From an optimization exercise on the open Yosys and OpenROAD flow, aimed at small area and a short achievable clock period; shortcuts taken in it are not production practice. Where RTL was checked, it was by simulation tests only, not by an equivalence proof against the original. Function not checked in run 3: the RTL went through the layout flow alone. Power and IR drop assume default switching activity.

==> flow/design.v, too long to show whole: its modules and the start of the top module <==
// module ioAddrDecoder: 226 lines
// module ioErrDecode: 7 lines
// module gAnd: 10 lines
// module gAoi21: 8 lines
// module gOai21: 8 lines
// module gXor2: 9 lines
// module clintGeq64: 511 lines
// module clintEq64: 187 lines
// module clintInc64: 349 lines
// module ioPlatformTop: 204 lines
module ioPlatformTop #(
  parameter int NumHarts = 2,
  parameter int NumIrqs  = 8
) (
  input  logic                clk_i,
  input  logic                arstN_i,
  input  logic                reqValid_i,
  input  logic                reqWrite_i,
  input  ioPlatformPkg::ioAddrT              reqAddr_i,
  input  ioPlatformPkg::ioDataT              reqWdata_i,
  input  logic                uartIrq_i,
  input  logic                sdIrq_i,
  output logic                rspValid_o,
  output ioPlatformPkg::ioDataT              rspData_o,
  output logic                rspErr_o,
  output logic [NumHarts-1:0] msip_o,
  output logic [NumHarts-1:0] mtip_o,
  output logic [NumHarts-1:0] extIrq_o
);
  // ...
==> flow/flow/run.sh <==
#!/bin/bash
# Standard ORFS layout (the standard.sh, standard synthesis unchanged) with
# these layout choices changed:
#  - after synthesis every combinational cell is set to its smallest drive
#    strength (flow/downsize.tcl); the repair steps upsize where timing needs it
#  - port buffers are plain buf_2 cells instead of the delay cell buffer_ports
#    picks
#  - repair_timing aims for a setup margin near the period this design reaches
# make's full output goes to flow_make.log; ORFS keeps each step's log under
# orfs/logs.
set -euo pipefail
here=$(pwd)
bash standard.sh \
  SETUP_SLACK_MARGIN=9.1 \
  "BUFFER_PORTS_ARGS=-buffer_cell sky130_fd_sc_hd__buf_2" \
  POST_SYNTH_TCL="$here/flow/downsize.tcl" \
  finish > flow_make.log 2>&1
==> flow/flow/downsize.tcl <==
# Sets every combinational cell of the synthesized netlist to the smallest
# drive strength of its function (same cell name up to the _N suffix), so
# that the later repair steps upsize only where timing asks for it.
set n 0
foreach inst [get_cells *] {
  set master [get_property $inst ref_name]
  if { ![regexp {^(sky130_fd_sc_hd__([a-z0-9]+))_([0-9]+)$} $master -> base kind size] } {
    continue
  }
  # flip-flops keep the cell synthesis gave them; tie cells stay as they are
  if { [regexp {^(df|edf|sdf|sedf|dl|conb|clk|probe|lpflow|tap|fill|decap|diode)} $kind] } {
    continue
  }
  set best ""
  set bestArea 1e9
  foreach lc [get_lib_cells */${base}_*] {
    set name [get_property $lc name]
    if { ![regexp "^${base}_\[0-9\]+\$" $name] } { continue }
    if { [get_property $lc dont_use] } { continue }
    set area [get_property $lc area]
    if { $area < $bestArea } {
      set bestArea $area
      set best $lc
    }
  }
  if { $best ne "" && [get_property $best name] ne $master } {
    replace_cell $inst $best
    incr n
  }
}
puts "downsize: $n cells set to their smallest drive strength"
==> flow/standard.sh <==
#!/bin/bash
# synth_recipe.tcl (not shown) runs the flow's synth.tcl, then flattens the netlist and writes it again
# the make line also repeats each setting of config.mk as NAME=value (left out here)
make -C /OpenROAD-flow-scripts/flow DESIGN_CONFIG=/design/flow/config.mk WORK_HOME=/design/flow/orfs CLKGATE_MAP_FILE= SYNTH_SCRIPT=/design/flow/synth_recipe.tcl "${@:-finish}"
==> flow/config.mk <==
export PLATFORM = sky130hd
export DESIGN_NAME = ioPlatformTop
export DESIGN_NICKNAME = ioPlatformTop
export VERILOG_FILES = /design/flow/design.v
export SDC_FILE = /design/flow/constraint.sdc
export NUM_CORES = 4
export LEC_CHECK = 0
export CAP_MARGIN = 20
export CORE_MARGIN = 2
export CORE_UTILIZATION = 40
export SLEW_MARGIN = 20
export SYNTH_HIERARCHICAL = 1
==> flow/constraint.sdc <==
create_clock -name core_clock -period 13.0 [get_ports {clk_i}]
set_input_delay 2.6000 -clock core_clock [delete_from_list [all_inputs] [get_ports {clk_i}]]
set_output_delay 2.6000 -clock core_clock [all_outputs]
set_load 0.01 [all_outputs]
==> results_dict.tcl, run 1 <==
set metrics [dict create \
    status "timing/DRC/antenna clean" \
    fp.dieH_um 222.8 \
    hold_path_class "flop to flop" \
    gp_congestion 0.8979 \
    post-route-period-util_pct 31.85 \
    multi_input_area_um2 11400 \
    antenna_found_initial 8 \
    fmax_mhz 241.5 \
    hold_end "prioQ[3][0]" \
    final_util_pct 49.65 \
    startpoint_type "primary input" \
    num_vias 16960 \
    ir_drop_mv 0.07461 \
    grt_pass1_vias 16570 \
    globalRouteOverflowTotal 0 \
    powerSeq_mw 1.03 \
    maxPowerGroup "clock" \
    drt-pass1-iter-count 8 \
    cts-root-buf "clkbuf_16" \
    powerComb_mw 0.137 \
    holdWs_ps 489.1 \
    r2r_setup_slack_ps 9290 \
    power.internal_mw 1.749 \
    post_dp_cell_area_um2 21060 \
    multi_input_area_share_pct 48.28 \
    pin_count 174 \
    cts_tree "yes" \
    top_usage_layer "met2" \
    critPathKind "primary input to flop" \
    clock_skew_ps 30.86 \
    layout_commonest_cell "nor2b_1" \
]
==> run 2, diff against run 1 <==
--- a/flow/config.mk
+++ b/flow/config.mk
@@ -9,4 +9,6 @@
 export CORE_MARGIN = 2
 export CORE_UTILIZATION = 40
+export CTS_BUF_LIST = sky130_fd_sc_hd__clkbuf_4 sky130_fd_sc_hd__clkbuf_8
 export SLEW_MARGIN = 20
 export SYNTH_HIERARCHICAL = 1
+export TNS_END_PERCENT = 0
==> run 2 against run 1 <==
  * Still clean on timing, DRC and antenna
  * Global-route usage is 0.56 points lower
  * Combinational power is 5% lower
  * Sequential share of layout area increased by 1.4 points
  * Total power fell by 6.0%
==> results_dict.tcl, run 2 <==
set metrics [dict create \
    status "timing/DRC/antenna clean" \
    area_delta_synth_final_pct 18.46 \
    critPathKind "primary input to flop" \
    slew_headroom_pct 41.67 \
    synthCells 2096 \
    nets 2433 \
    grt_use_total_pct 23.89 \
    startpoint_type "primary input" \
    hold_end "prioQ[5][0]" \
    fp.dieH_um 222.8 \
    layout_commonest_cell "nor2b_1" \
    grt_pass1_wl_mm 92.81 \
    min_path_cells 2 \
    dp_slack_ps 7288 \
    fmax_mhz 239.6 \
    num_vias 16830 \
    final_hold_viol_count 0 \
    worstPathArrival_ps 4700 \
    die-width_um 222.8 \
    ant_nets 0 \
    worst_pin_slew_ps 874.9 \
    final_util_pct 47.73 \
    power.total_mw 2.154 \
    numCtsBuffers 56 \
    htreeDepth 2 \
    post_dp_cell_area_um2 20830 \
    antenna_found_initial 3 \
    wirelength_mm 60.86 \
    cts.sinks 313 \
    start_util_pct 40.29 \
    setup_ws_ps 8827 \
    ir_drop_mv 0.06466 \
    power.density_nw_per_um2 94.91 \
    maxCapViolCount 0 \
    power.leakage_nw 8.597 \
    core_um2 47550 \
    pin_count 174 \
    cts_tree "yes" \
    hold_path_class "flop to flop" \
    timing.rr.start "mtimeQ[0]" \
    r2r-end "mtipQ[1]" \
    clock_skew_ps 24.72 \
    placement.io_buffers 173 \
    drt-pass1-iter-count 8 \
    yosysWarningCount 9 \
    cts-root-buf "clkbuf_8" \
    clk_pin_slew_ps 60 \
    gp_congestion 0.9108 \
    cp-end-kind "flop" \
    hpwlAfterDp_mm 41.58 \
    drc 0 \
    r2r_setup_slack_ps 8950 \
    design_area_um2 22690 \
    drt-initial-drc-count 1580 \
    tns_ps 0 \
    rsz0062_at_grt "yes" \
    routedWlPerCell_um 20.31 \
    syn-mean-instance-area_um2 9.139 \
    slew_viol_final 0 \
    cts_buffer_depth 3 \
    reg2regPathDepth 17 \
    rows 80 \
    clkLatencyLatePin_ps 660 \
    min_period_ps 4173 \
    grt_pass1_vias 16490 \
    syn_nets 2198 \
    finalSetupViolCount 0 \
    cp.required_ps 13530 \
    syn_area_um2 19160 \
    dieArea_um2 49660 \
    drive_above_1_share_pct 15.98 \
    grt_max_degree 81 \
    worstHoldStart "prioQ[5][0]" \
    globalRouteOverflowTotal 0 \
    layout_common_cells "nor2b_1 (254), a21oi_1 (246), nand2b_1 (213), o21ai_0 (183), buf_2 (169)" \
    post-route-period-util_pct 32.10 \
    viasPerCell 5.618 \
    cp_max_fo 6 \
]
[run 2: critical path, cell delays in order]
cell	delay [ps]
buf_2	100
nor2_1	110
nand4_1	140
buf_4	180
nor2_4	220
nand3_2	140
a211oi_2	350
nand4_1	230
nor4_4	330
nand3b_1	150
o21a_1	130
[run 2: layout make-up]
type	instances	area (um2)
Clock buffer	97	1141
Multi-Input combinational cell	1662	10910
Inverter	88	341.6
Antenna cell	3	7.507
Timing Repair Buffer	210	1299
Sequential cell	313	8158
Fill cell	4566	24850
Tap cell	615	769.5
Clock inverter	8	68.82
[run 2: power breakdown]
part           leakage, nW  internal, mW  switching [mW]
combinational         4.62        0.0462          0.0839
sequential            3.31          1.03       0.0000482
clock                0.659         0.568           0.428
total                 8.60          1.64           0.512
[run 2: worst max-delay path by stage]
stage             startpoint        to  slack [ps]
6_report       reqAddr_i[30]  inflQ[1]        8830
5_1_grt        reqAddr_i[30]  inflQ[1]        8800
4_1_cts        reqAddr_i[25]  inflQ[1]        8920
3_5_place_dp   reqAddr_i[29]  inflQ[1]        7290
3_3_place_gp   reqAddr_i[27]  inflQ[1]        7250
2_1_floorplan  reqAddr_i[28]  inflQ[1]        8590
[run 2: stage by stage]
| stage | instances | hold slack, ps |
|---|---|---|
| after floorplan | 2096 | 442.2 |
| after global placement | 2860 | 461.2 |
| after detailed placement | 2860 | 466.3 |
| after CTS | 2989 | 479.1 |
| after global routing | 2995 | 503.3 |
| final | 2996 | 481.4 |
[run 2: layer usage]
layer / GRT usage (%) / wire (um)
met4: 7.339 / 1756
met2: 40.98 / 29340
met3: 3.848 / 3773
met1: 30.89 / 25970
met5: 0 / 14
[run 2: timing repair]
item,4_1_cts,5_1_grt
setup buffers,19,3
pin swaps,19,3
setup endpoints to repair,245,260
gates cloned,5,1
hold buffers,0,0
gates resized for setup,66,16
==> module ioPlatformTop, before the edit <==
module ioPlatformTop #(
  parameter int NumHarts = 2,
  parameter int NumIrqs  = 8
) (
  input  logic                clk_i,
  input  logic                arstN_i,
  input  logic                reqValid_i,
  input  logic                reqWrite_i,
  input  ioPlatformPkg::ioAddrT              reqAddr_i,
  input  ioPlatformPkg::ioDataT              reqWdata_i,
  input  logic                uartIrq_i,
  input  logic                sdIrq_i,
  output logic                rspValid_o,
  output ioPlatformPkg::ioDataT              rspData_o,
  output logic                rspErr_o,
  output logic [NumHarts-1:0] msip_o,
  output logic [NumHarts-1:0] mtip_o,
  output logic [NumHarts-1:0] extIrq_o
);
  logic [63:0] w;
  assign w = reqWdata_i;
  function automatic logic gt3(logic [2:0] x, logic [2:0] y);
    logic [2:0] g, l;
    g = x & ~y;
    l = ~x & y;
    gt3 = g[2] | (~l[2] & (g[1] | (~l[1] & g[0])));
  endfunction
  logic [18:0] wrD, wrC, rdR, rdC;
  logic [18:0] wrDN, wrCN, rdRN, rdCN;
  logic        errC;
  ioAddrDecoder dec (
    .valid_i   (reqValid_i),
    .write_i   (reqWrite_i),
    .addr_i    (reqAddr_i),
    .wrDataN_o (wrDN),
    .wrCtrlN_o (wrCN),
    .rdDataN_o (rdRN),
    .rdCtrlN_o (rdCN)
  );
  assign wrD = ~wrDN;
  assign wrC = ~wrCN;
  assign rdR = ~rdRN;
  assign rdC = ~rdCN;
  ioErrDecode errDec (
    .valid_i (reqValid_i),
    .addr_i  (reqAddr_i),
    .err_o   (errC)
  );
  logic [63:0] mtimeQ;
  logic [63:0] cmp0Q, cmp1Q;
  logic [1:0]  cmpZeroQ;
  logic [1:0]  msipQ;
  logic [2:0]  prioQ [8];
  logic [7:0]  en0Q, en1Q;
  logic [2:0]  thr0Q, thr1Q;
  logic [2:1]  pendQ, inflQ;
  logic        validQ, errQ;
  logic [63:0] rdQ;
  logic [1:0]  mtipQ, extQ;
  logic       cand01, cand02, cand11, cand12;
  logic [1:0] best0, best1;
  assign cand01 = pendQ[1] && en0Q[1] && prioQ[1] != 3'd0;
  assign cand02 = pendQ[2] && en0Q[2] && prioQ[2] != 3'd0;
  assign cand11 = pendQ[1] && en1Q[1] && prioQ[1] != 3'd0;
  assign cand12 = pendQ[2] && en1Q[2] && prioQ[2] != 3'd0;
  logic p2gt1;
  assign p2gt1 = gt3(prioQ[2], prioQ[1]);
  assign best0 = (cand02 && (!cand01 || p2gt1)) ? 2'd2 : cand01 ? 2'd1 : 2'd0;
  assign best1 = (cand12 && (!cand11 || p2gt1)) ? 2'd2 : cand11 ? 2'd1 : 2'd0;
  logic [2:1] claim, complete;
  logic       cplOk;
  assign cplOk = (wrC[17] || wrC[18]) && w[63:3] == 61'h0;
  assign claim[1]    = (rdC[17] && best0 == 2'd1) || (rdC[18] && best1 == 2'd1);
  assign claim[2]    = (rdC[17] && best0 == 2'd2) || (rdC[18] && best1 == 2'd2);
  assign complete[1] = cplOk && w[2:0] == 3'd1;
  assign complete[2] = cplOk && w[2:0] == 3'd2;
  logic [63:0] mtimeP1, mtimeD, cmp0D, cmp1D;
  logic [1:0]  cmpZeroD, msipD;
  logic [2:0]  prioD [8];
  logic [7:0]  en0D, en1D;
  logic [2:0]  thr0D, thr1D;
  logic [2:1]  lines, pendD, inflD;
  logic allOnes;
  clintInc64 inc (
    .x_i       (mtimeQ),
    .inc_o     (mtimeP1),
    .allOnes_o (allOnes)
  );
  assign mtimeD  = wrD[4] ? w : mtimeP1;
  assign cmp0D   = wrD[2] ? w : cmp0Q;
  assign cmp1D   = wrD[3] ? w : cmp1Q;
  assign cmpZeroD[0] = cmpZeroQ[0] && !wrC[2];
  assign cmpZeroD[1] = cmpZeroQ[1] && !wrC[3];
  assign msipD[0] = wrC[0] ? w[0] : msipQ[0];
  assign msipD[1] = wrC[1] ? w[0] : msipQ[1];
  always_comb begin
    prioD[0] = 3'd0;
    for (int s = 1; s < 8; s++) begin
      prioD[s] = wrC[4 + s] ? w[2:0] : prioQ[s];
    end
  end
  assign en0D  = wrC[13] ? w[7:0] : en0Q;
  assign en1D  = wrC[14] ? w[7:0] : en1Q;
  assign thr0D = wrC[15] ? w[2:0] : thr0Q;
  assign thr1D = wrC[16] ? w[2:0] : thr1Q;
  assign lines = {sdIrq_i, uartIrq_i};
  assign pendD = (pendQ | (lines & ~inflQ)) & ~claim;
  assign inflD = (inflQ | claim) & ~complete;
  logic geWC0, geWC1, geTW, geTC0, geTC1;
  logic ge0, ge1, eq0, eq1;
  logic [1:0] mtipD;
  clintGeq64 cmpGe0 (.x_i(w), .y_i(cmp0Q), .ge_o(ge0));
  clintGeq64 cmpGe1 (.x_i(w), .y_i(cmp1Q), .ge_o(ge1));
  clintGeq64 timeGe (.x_i(mtimeP1), .y_i(w), .ge_o(geTW));
  clintEq64  cmpEq0 (.x_i(mtimeP1), .y_i(cmp0Q), .eq_o(eq0));
  clintEq64  cmpEq1 (.x_i(mtimeP1), .y_i(cmp1Q), .eq_o(eq1));
  assign geWC0 = cmpZeroQ[0] || ge0;
  assign geWC1 = cmpZeroQ[1] || ge1;
  assign geTC0 = (mtipQ[0] && !allOnes) || (cmpZeroQ[0] ? allOnes : eq0);
  assign geTC1 = (mtipQ[1] && !allOnes) || (cmpZeroQ[1] ? allOnes : eq1);
  assign mtipD[0] = wrC[4] ? geWC0 : wrC[2] ? geTW : geTC0;
  assign mtipD[1] = wrC[4] ? geWC1 : wrC[3] ? geTW : geTC1;
  logic [1:0] extD;
  logic [2:1] term0, term1;
  always_comb begin
    for (int s = 1; s <= 2; s++) begin
      if (wrC[4 + s]) begin
        term0[s] = en0Q[s] && gt3(w[2:0], thr0Q);
        term1[s] = en1Q[s] && gt3(w[2:0], thr1Q);
      end else begin
        term0[s] = wrC[13] ? (w[s] && gt3(prioQ[s], thr0Q)) :
                   wrC[15] ? (en0Q[s] && gt3(prioQ[s], w[2:0])) :
                             (en0Q[s] && gt3(prioQ[s], thr0Q));
        term1[s] = wrC[14] ? (w[s] && gt3(prioQ[s], thr1Q)) :
                   wrC[16] ? (en1Q[s] && gt3(prioQ[s], w[2:0])) :
                             (en1Q[s] && gt3(prioQ[s], thr1Q));
      end
    end
  end
  assign extD[0] = (pendD[1] && term0[1]) || (pendD[2] && term0[2]);
  assign extD[1] = (pendD[1] && term1[1]) || (pendD[2] && term1[2]);
  logic [63:0] rdD;
  always_comb begin
    rdD = ({64{rdR[4]}} & mtimeQ)
        | ({64{rdR[2] && !cmpZeroQ[0]}} & cmp0Q)
        | ({64{rdR[3] && !cmpZeroQ[1]}} & cmp1Q);
    rdD[0] = rdD[0] | (rdR[0] && msipQ[0]) | (rdR[1] && msipQ[1]);
    for (int s = 1; s < 8; s++) begin
      rdD[2:0] = rdD[2:0] | ({3{rdR[4 + s]}} & prioQ[s]);
    end
    rdD[2:1] = rdD[2:1] | ({2{rdR[12]}} & pendQ);
    rdD[7:0] = rdD[7:0] | ({8{rdR[13]}} & en0Q) | ({8{rdR[14]}} & en1Q);
    rdD[2:0] = rdD[2:0] | ({3{rdR[15]}} & thr0Q) | ({3{rdR[16]}} & thr1Q);
    rdD[1:0] = rdD[1:0] | ({2{rdR[17]}} & best0) | ({2{rdR[18]}} & best1);
  end
  always_ff @(posedge clk_i or negedge arstN_i) begin
    if (!arstN_i) begin
      mtimeQ   <= '0;
      cmpZeroQ <= '1;
      msipQ    <= '0;
      for (int s = 0; s < 8; s++) begin
        prioQ[s] <= '0;
      end
      en0Q     <= '0;
      en1Q     <= '0;
      thr0Q    <= '0;
      thr1Q    <= '0;
      pendQ    <= '0;
      inflQ    <= '0;
      validQ   <= 1'b0;
      errQ     <= 1'b0;
      mtipQ    <= '1;
      extQ     <= '0;
    end else begin
      mtimeQ   <= mtimeD;
      cmpZeroQ <= cmpZeroD;
      msipQ    <= msipD;
      for (int s = 0; s < 8; s++) begin
        prioQ[s] <= prioD[s];
      end
      en0Q     <= en0D;
      en1Q     <= en1D;
      thr0Q    <= thr0D;
      thr1Q    <= thr1D;
      pendQ    <= pendD;
      inflQ    <= inflD;
      validQ   <= reqValid_i;
      errQ     <= errC;
      mtipQ    <= mtipD;
      extQ     <= extD;
    end
  end
  always_ff @(posedge clk_i) begin
    cmp0Q <= cmp0D;
    cmp1Q <= cmp1D;
    rdQ   <= rdD;
  end
  assign rspValid_o = validQ;
  assign rspErr_o   = errQ;
  assign rspData_o  = rdQ;
  assign msip_o     = msipQ;
  assign mtip_o     = mtipQ;
  assign extIrq_o   = extQ;
endmodule
==> run 3, diff against run 2 <==
--- a/flow/design.v
+++ b/flow/design.v
@@ -1336,4 +1336,120 @@
   assign allOnes_o = n90;
 endmodule
+module ioReadMux (
+  input  logic [18:0] rd_i,
+  input  logic [63:0] mtime_i,
+  input  logic [63:0] cmp0_i,
+  input  logic [63:0] cmp1_i,
+  input  logic [1:0]  cmpZero_i,
+  input  logic [1:0]  msip_i,
+  input  logic [20:0] prio_i,
+  input  logic [2:1]  pend_i,
+  input  logic [7:0]  en0_i,
+  input  logic [7:0]  en1_i,
+  input  logic [2:0]  thr0_i,
+  input  logic [2:0]  thr1_i,
+  input  logic [1:0]  best0_i,
+  input  logic [1:0]  best1_i,
+  output logic [63:0] rd_o
+);
+  always_comb begin
+    rd_o = ({64{rd_i[4]}} & mtime_i)
+         | ({64{rd_i[2] && !cmpZero_i[0]}} & cmp0_i)
+         | ({64{rd_i[3] && !cmpZero_i[1]}} & cmp1_i);
+    rd_o[0] = rd_o[0] | (rd_i[0] && msip_i[0]) | (rd_i[1] && msip_i[1]);
+    for (int s = 1; s < 8; s++) begin
+      rd_o[2:0] = rd_o[2:0] | ({3{rd_i[4 + s]}} & prio_i[3 * (s - 1) +: 3]);
+    end
+    rd_o[2:1] = rd_o[2:1] | ({2{rd_i[12]}} & pend_i);
+    rd_o[7:0] = rd_o[7:0] | ({8{rd_i[13]}} & en0_i) | ({8{rd_i[14]}} & en1_i);
+    rd_o[2:0] = rd_o[2:0] | ({3{rd_i[15]}} & thr0_i) | ({3{rd_i[16]}} & thr1_i);
+    rd_o[1:0] = rd_o[1:0] | ({2{rd_i[17]}} & best0_i) | ({2{rd_i[18]}} & best1_i);
+  end
+endmodule
+module clintMtipNext (
+  input  logic       wrTime_i,
+  input  logic [1:0] wrCmp_i,
+  input  logic [1:0] geWCmp_i,
+  input  logic       geTW_i,
+  input  logic [1:0] eqTCmp_i,
+  input  logic       allOnes_i,
+  input  logic [1:0] cmpZero_i,
+  input  logic [1:0] mtip_i,
+  output logic [1:0] mtip_o
+);
+  always_comb begin
+    for (int h = 0; h < 2; h++) begin
+      logic geTC;
+      geTC = (mtip_i[h] && !allOnes_i) || (cmpZero_i[h] ? allOnes_i : eqTCmp_i[h]);
+      mtip_o[h] = wrTime_i ? (cmpZero_i[h] || geWCmp_i[h]) : wrCmp_i[h] ? geTW_i : geTC;
+    end
+  end
+endmodule
+module plicNext (
+  input  logic [18:0] wr_i,
+  input  logic [18:0] rd_i,
+  input  logic [63:0] w_i,
+  input  logic [2:1]  lines_i,
+  input  logic [2:1]  pend_i,
+  input  logic [2:1]  infl_i,
+  input  logic [2:0]  prio1_i,
+  input  logic [2:0]  prio2_i,
+  input  logic [7:0]  en0_i,
+  input  logic [7:0]  en1_i,
+  input  logic [2:0]  thr0_i,
+  input  logic [2:0]  thr1_i,
+  output logic [2:1]  pend_o,
+  output logic [2:1]  infl_o,
+  output logic [1:0]  ext_o,
+  output logic [1:0]  best0_o,
+  output logic [1:0]  best1_o
+);
+  function automatic logic gt3(logic [2:0] x, logic [2:0] y);
+    logic [2:0] g, l;
+    g = x & ~y;
+    l = ~x & y;
+    gt3 = g[2] | (~l[2] & (g[1] | (~l[1] & g[0])));
+  endfunction
+  logic [2:0] prio [1:2];
+  assign prio[1] = prio1_i;
+  assign prio[2] = prio2_i;
+  logic cand01, cand02, cand11, cand12, p2gt1;
+  assign cand01 = pend_i[1] && en0_i[1] && prio1_i != 3'd0;
+  assign cand02 = pend_i[2] && en0_i[2] && prio2_i != 3'd0;
+  assign cand11 = pend_i[1] && en1_i[1] && prio1_i != 3'd0;
+  assign cand12 = pend_i[2] && en1_i[2] && prio2_i != 3'd0;
+  assign p2gt1  = gt3(prio2_i, prio1_i);
+  assign best0_o = (cand02 && (!cand01 || p2gt1)) ? 2'd2 : cand01 ? 2'd1 : 2'd0;
+  assign best1_o = (cand12 && (!cand11 || p2gt1)) ? 2'd2 : cand11 ? 2'd1 : 2'd0;
+  logic [2:1] claim, complete, cplVal;
+  logic       wLow;
+  assign wLow      = w_i[63:3] == 61'h0;
+  assign cplVal[1] = wLow && w_i[2:0] == 3'd1;
+  assign cplVal[2] = wLow && w_i[2:0] == 3'd2;
+  assign claim[1]    = (rd_i[17] && best0_o == 2'd1) || (rd_i[18] && best1_o == 2'd1);
+  assign claim[2]    = (rd_i[17] && best0_o == 2'd2) || (rd_i[18] && best1_o == 2'd2);
+  assign complete[1] = (wr_i[17] || wr_i[18]) && cplVal[1];
+  assign complete[2] = (wr_i[17] || wr_i[18]) && cplVal[2];
+  assign pend_o = (pend_i | (lines_i & ~infl_i)) & ~claim;
+  assign infl_o = (infl_i | claim) & ~complete;
+  logic [2:1] term0, term1;
+  always_comb begin
+    for (int s = 1; s <= 2; s++) begin
+      if (wr_i[4 + s]) begin
+        term0[s] = en0_i[s] && gt3(w_i[2:0], thr0_i);
+        term1[s] = en1_i[s] && gt3(w_i[2:0], thr1_i);
+      end else begin
+        term0[s] = wr_i[13] ? (w_i[s] && gt3(prio[s], thr0_i)) :
+                   wr_i[15] ? (en0_i[s] && gt3(prio[s], w_i[2:0])) :
+                              (en0_i[s] && gt3(prio[s], thr0_i));
+        term1[s] = wr_i[14] ? (w_i[s] && gt3(prio[s], thr1_i)) :
+                   wr_i[16] ? (en1_i[s] && gt3(prio[s], w_i[2:0])) :
+                              (en1_i[s] && gt3(prio[s], thr1_i));
+      end
+    end
+  end
+  assign ext_o[0] = (pend_o[1] && term0[1]) || (pend_o[2] && term0[2]);
+  assign ext_o[1] = (pend_o[1] && term1[1]) || (pend_o[2] && term1[2]);
+endmodule
 module ioPlatformTop #(
   parameter int NumHarts = 2,
@@ -1357,10 +1473,4 @@
   logic [63:0] w;
   assign w = reqWdata_i;
-  function automatic logic gt3(logic [2:0] x, logic [2:0] y);
-    logic [2:0] g, l;
-    g = x & ~y;
-    l = ~x & y;
-    gt3 = g[2] | (~l[2] & (g[1] | (~l[1] & g[0])));
-  endfunction
   logic [18:0] wrD, wrC, rdR, rdC;
   logic [18:0] wrDN, wrCN, rdRN, rdCN;
@@ -1395,21 +1505,4 @@
   logic [63:0] rdQ;
   logic [1:0]  mtipQ, extQ;
-  logic       cand01, cand02, cand11, cand12;
-  logic [1:0] best0, best1;
-  assign cand01 = pendQ[1] && en0Q[1] && prioQ[1] != 3'd0;
-  assign cand02 = pendQ[2] && en0Q[2] && prioQ[2] != 3'd0;
-  assign cand11 = pendQ[1] && en1Q[1] && prioQ[1] != 3'd0;
-  assign cand12 = pendQ[2] && en1Q[2] && prioQ[2] != 3'd0;
-  logic p2gt1;
-  assign p2gt1 = gt3(prioQ[2], prioQ[1]);
-  assign best0 = (cand02 && (!cand01 || p2gt1)) ? 2'd2 : cand01 ? 2'd1 : 2'd0;
-  assign best1 = (cand12 && (!cand11 || p2gt1)) ? 2'd2 : cand11 ? 2'd1 : 2'd0;
-  logic [2:1] claim, complete;
-  logic       cplOk;
-  assign cplOk = (wrC[17] || wrC[18]) && w[63:3] == 61'h0;
-  assign claim[1]    = (rdC[17] && best0 == 2'd1) || (rdC[18] && best1 == 2'd1);
-  assign claim[2]    = (rdC[17] && best0 == 2'd2) || (rdC[18] && best1 == 2'd2);
-  assign complete[1] = cplOk && w[2:0] == 3'd1;
-  assign complete[2] = cplOk && w[2:0] == 3'd2;
   logic [63:0] mtimeP1, mtimeD, cmp0D, cmp1D;
   logic [1:0]  cmpZeroD, msipD;
@@ -1442,8 +1535,25 @@
   assign thr1D = wrC[16] ? w[2:0] : thr1Q;
   assign lines = {sdIrq_i, uartIrq_i};
-  assign pendD = (pendQ | (lines & ~inflQ)) & ~claim;
-  assign inflD = (inflQ | claim) & ~complete;
-  logic geWC0, geWC1, geTW, geTC0, geTC1;
-  logic ge0, ge1, eq0, eq1;
+  logic [1:0] extD, best0, best1;
+  plicNext plic (
+    .wr_i    (wrC),
+    .rd_i    (rdC),
+    .w_i     (w),
+    .lines_i (lines),
+    .pend_i  (pendQ),
+    .infl_i  (inflQ),
+    .prio1_i (prioQ[1]),
+    .prio2_i (prioQ[2]),
+    .en0_i   (en0Q),
+    .en1_i   (en1Q),
+    .thr0_i  (thr0Q),
+    .thr1_i  (thr1Q),
+    .pend_o  (pendD),
+    .infl_o  (inflD),
+    .ext_o   (extD),
+    .best0_o (best0),
+    .best1_o (best1)
+  );
+  logic geTW, ge0, ge1, eq0, eq1;
   logic [1:0] mtipD;
   clintGeq64 cmpGe0 (.x_i(w), .y_i(cmp0Q), .ge_o(ge0));
@@ -1452,43 +1562,33 @@
   clintEq64  cmpEq0 (.x_i(mtimeP1), .y_i(cmp0Q), .eq_o(eq0));
   clintEq64  cmpEq1 (.x_i(mtimeP1), .y_i(cmp1Q), .eq_o(eq1));
-  assign geWC0 = cmpZeroQ[0] || ge0;
-  assign geWC1 = cmpZeroQ[1] || ge1;
-  assign geTC0 = (mtipQ[0] && !allOnes) || (cmpZeroQ[0] ? allOnes : eq0);
-  assign geTC1 = (mtipQ[1] && !allOnes) || (cmpZeroQ[1] ? allOnes : eq1);
-  assign mtipD[0] = wrC[4] ? geWC0 : wrC[2] ? geTW : geTC0;
-  assign mtipD[1] = wrC[4] ? geWC1 : wrC[3] ? geTW : geTC1;
-  logic [1:0] extD;
-  logic [2:1] term0, term1;
-  always_comb begin
-    for (int s = 1; s <= 2; s++) begin
-      if (wrC[4 + s]) begin
-        term0[s] = en0Q[s] && gt3(w[2:0], thr0Q);
-        term1[s] = en1Q[s] && gt3(w[2:0], thr1Q);
-      end else begin
-        term0[s] = wrC[13] ? (w[s] && gt3(prioQ[s], thr0Q)) :
-                   wrC[15] ? (en0Q[s] && gt3(prioQ[s], w[2:0])) :
-                             (en0Q[s] && gt3(prioQ[s], thr0Q));
-        term1[s] = wrC[14] ? (w[s] && gt3(prioQ[s], thr1Q)) :
-                   wrC[16] ? (en1Q[s] && gt3(prioQ[s], w[2:0])) :
-                             (en1Q[s] && gt3(prioQ[s], thr1Q));
-      end
-    end
-  end
-  assign extD[0] = (pendD[1] && term0[1]) || (pendD[2] && term0[2]);
-  assign extD[1] = (pendD[1] && term1[1]) || (pendD[2] && term1[2]);
+  clintMtipNext mtipNext (
+    .wrTime_i  (wrC[4]),
+    .wrCmp_i   (wrC[3:2]),
+    .geWCmp_i  ({ge1, ge0}),
+    .geTW_i    (geTW),
+    .eqTCmp_i  ({eq1, eq0}),
+    .allOnes_i (allOnes),
+    .cmpZero_i (cmpZeroQ),
+    .mtip_i    (mtipQ),
+    .mtip_o    (mtipD)
+  );
   logic [63:0] rdD;
-  always_comb begin
-    rdD = ({64{rdR[4]}} & mtimeQ)
-        | ({64{rdR[2] && !cmpZeroQ[0]}} & cmp0Q)
-        | ({64{rdR[3] && !cmpZeroQ[1]}} & cmp1Q);
-    rdD[0] = rdD[0] | (rdR[0] && msipQ[0]) | (rdR[1] && msipQ[1]);
-    for (int s = 1; s < 8; s++) begin
-      rdD[2:0] = rdD[2:0] | ({3{rdR[4 + s]}} & prioQ[s]);
-    end
-    rdD[2:1] = rdD[2:1] | ({2{rdR[12]}} & pendQ);
-    rdD[7:0] = rdD[7:0] | ({8{rdR[13]}} & en0Q) | ({8{rdR[14]}} & en1Q);
-    rdD[2:0] = rdD[2:0] | ({3{rdR[15]}} & thr0Q) | ({3{rdR[16]}} & thr1Q);
-    rdD[1:0] = rdD[1:0] | ({2{rdR[17]}} & best0) | ({2{rdR[18]}} & best1);
-  end
+  ioReadMux readMux (
+    .rd_i      (rdR),
+    .mtime_i   (mtimeQ),
+    .cmp0_i    (cmp0Q),
+    .cmp1_i    (cmp1Q),
+    .cmpZero_i (cmpZeroQ),
+    .msip_i    (msipQ),
+    .prio_i    ({prioQ[7], prioQ[6], prioQ[5], prioQ[4], prioQ[3], prioQ[2], prioQ[1]}),
+    .pend_i    (pendQ),
+    .en0_i     (en0Q),
+    .en1_i     (en1Q),
+    .thr0_i    (thr0Q),
+    .thr1_i    (thr1Q),
+    .best0_i   (best0),
+    .best1_i   (best1),
+    .rd_o      (rdD)
+  );
   always_ff @(posedge clk_i or negedge arstN_i) begin
     if (!arstN_i) begin
==> run 3 against run 2 <==
  * Largest power group unchanged
  * Critical path type unchanged
  * Area after synthesis fell by 0.39%
  * Wire length shrank 4.7%
  * Clock skew fell by 3.7 ps
  * Still clean
  * Non-clock buffer count is 7 lower
  * Sequential power barely moved
  * Highest routed layer is now met4
==> results_dict.tcl, run 3 <==
set metrics [dict create \
    status "timing/DRC/antenna clean" \
    startpoint_type "primary input" \
    gr-usage-met3_pct 4.192 \
    slowest_stage "nor4_1" \
    core_um2 47450 \
    yosysWarningCount 15 \
    crit_buf_inv 1 \
    min_period_ps 4214 \
    start_util_pct 40.22 \
    grt_max_degree 69 \
    cts_buffer_depth 3 \
    routedWlPerCell_um 19.84 \
    grt_pass1_vias 15840 \
    pin_count 174 \
    worstPathArrival_ps 4740 \
    path_cells "buf_2 -> nor4_1 -> nand4_1 -> or4_4 -> o32a_1" \
    rows 80 \
    fill_cells 4471 \
    dieArea_um2 49470 \
    dp_slack_ps 7676 \
    final_util_pct 47.33 \
    tns_ps 0 \
    viasPerCell 5.666 \
    fp.dieH_um 222.4 \
    slowest_delay_ps 870 \
    post-route-period-util_pct 32.41 \
    num_vias 16570 \
    grt_use_met1_pct 30.25 \
    cts.sinks 313 \
    worst_pin_slew_ps 1039 \
    maxCapViolCount 0 \
    rsz0062_at_grt "yes" \
    slew_viol_final 0 \
    ant_nets 0 \
    syn_nets 2133 \
    cp_max_fo 12 \
    grt_pass1_wl_mm 88.62 \
    layout_common_cells "a21oi_1 (251), nor2b_1 (241), nand2b_1 (196), buf_2 (165), xnor2_1 (139)" \
    worstHoldStart "en1Q[3]" \
    layout_commonest_cell "a21oi_1" \
    drt-initial-drc-count 1807 \
    cts-root-buf "clkbuf_8" \
    multi_input_area_um2 10740 \
    clk_pin_slew_ps 60 \
    timing.rr.start "mtimeQ[8]" \
    placement.io_buffers 173 \
    cp-end-kind "flop" \
    final_hold_viol_count 0 \
    min_path_cells 2 \
    critPathKind "primary input to flop" \
    hpwlAfterDp_mm 40.49 \
    area_delta_synth_final_pct 17.68 \
    hold_path_class "flop to flop" \
    grt_use_total_pct 22.64 \
    nets 2359 \
    finalSetupViolCount 0 \
    power.leakage_nw 9.254 \
    gp_congestion 0.9060 \
    register_area_um2 8158 \
    drive_above_1_share_pct 15.62 \
    drc 0 \
    setup_ws_ps 8786 \
    syn_area_um2 19080 \
    synthCells 2031 \
    globalRouteOverflowTotal 0 \
    die-width_um 222.4 \
    numCtsBuffers 57 \
    hold_buffers 0 \
    critPathTopFamily "simple AND/OR/NAND/NOR gates" \
    wirelength_mm 58.02 \
    met2_usage_pct 36.74 \
    clkLatencyLatePin_ps 650 \
    ir_drop_mv 0.06603 \
    drt-pass1-iter-count 7 \
    cts_tree "yes" \
    top_usage_layer "met2" \
    r2r_setup_slack_ps 9070 \
    hold_end "rdQ[3]" \
    power.density_nw_per_um2 95.19 \
    r2r-end "mtipQ[0]" \
    antenna_found_initial 4 \
    syn-mean-instance-area_um2 9.395 \
    htreeDepth 2 \
    reg2regPathDepth 14 \
    clock_skew_ps 21.06 \
    cp.required_ps 13520 \
    fmax_mhz 237.3 \
    slew_headroom_pct 30.71 \
]
[run 3: how the worst max path moves through the flow]
stage                        startpoint       end  slack (ps)  cells past startpoint
after floorplan           reqAddr_i[28]  cmp0Q[0]        8510                      5
after detailed placement  reqAddr_i[29]   extQ[0]        7680                     10
after CTS                  reqAddr_i[3]  inflQ[1]        8750                     11
final                     reqWdata_i[4]  inflQ[1]        8790                      5
after global routing          mtimeQ[0]  mtipQ[1]        8780                     15
after global placement    reqAddr_i[29]   extQ[0]        7760                     10
[run 3: per-stage QoR]
stage / instances / cell area, um2 / power, mW / hold WS, ps
6_report: 2924 / 22460 / 2.138 / 486.5
3_3_place_gp: 2792 / 20730 / 1.170 / 474.9
4_1_cts: 2912 / 22190 / 2.163 / 485.0
5_1_grt: 2924 / 22460 / 2.224 / 507.4
3_5_place_dp: 2792 / 20730 / 1.174 / 470.7
2_1_floorplan: 2031 / 19130 / 1.105 / 451.3
[run 3: timing repair]
action                                  in CTS  in global routing
resized for setup                           45                 40
pin swaps                                   16                 11
endpoints found under the setup margin     281                266
setup buffers                               13                  8
[run 3: final cells by class]
class / instances / share of cell area, %
inverter: 105 / 1.789
tap: 615 / 3.427
timing repair buffer: 203 / 5.260
multi-input combinational: 1577 / 47.82
sequential: 313 / 36.33
clock buffer: 80 / 4.652
clock inverter: 27 / 0.6797
antenna: 4 / 0.04457
[run 3: worst register-to-register path: cells and delay by family, from the launching register on]
family / cells / cell delay (ps)
and+or+nand+nor: 6 / 1630
AOI/OAI and AO/OA: 7 / 1320
DFF: 1 / 440
xor gates and xnor gates: 1 / 430
[run 3: report_power, final]
group	internal [mW]	switching, mW
Combinational	0.0475	0.0850
Sequential	1.03	0.0000870
Clock	0.539	0.439
[run 3: per-layer routing]
metal	vias to the layer above	wire [um]
met3	113	4004
met1	8050	25400
met5	-	0
met4	0	1640
li1	7793	-
met2	610	26970

port drivers added, routing unchanged:
How much do the figures lean on ideal ports? The routed layouts below were timed once more, with nothing changed but the port constraints.
Step 1, drivers: a clkbuf_16 drives clk_i and a buf_2 each remaining input, both assumed.
Step 2 also shifts input and output timing later by t, the mid clock arrival at the registers, as if the neighbouring blocks saw the same clock.
a / b / c = ideal ports / drivers / drivers and shift; a / b = the first two.
run | shift t [ns] | setup slack, ns | latest minus earliest clock arrival (ns) | worst slew at a driven data input, ns
run 1 | 0.625 | 8.860 / 8.891 / 8.266 | 0.034 / 0.034 | 0.12
run 2 | 0.697 | 8.827 / 8.861 / 8.164 | 0.030 / 0.030 | 0.09
run 3 | 0.689 | 8.786 / 8.801 / 8.112 | 0.021 / 0.022 | 0.09
After both steps setup and hold are still met in every run listed. The setup slack of run 3, which loses most, moves by +0.015 ns with the drivers and by -0.674 ns with both steps.
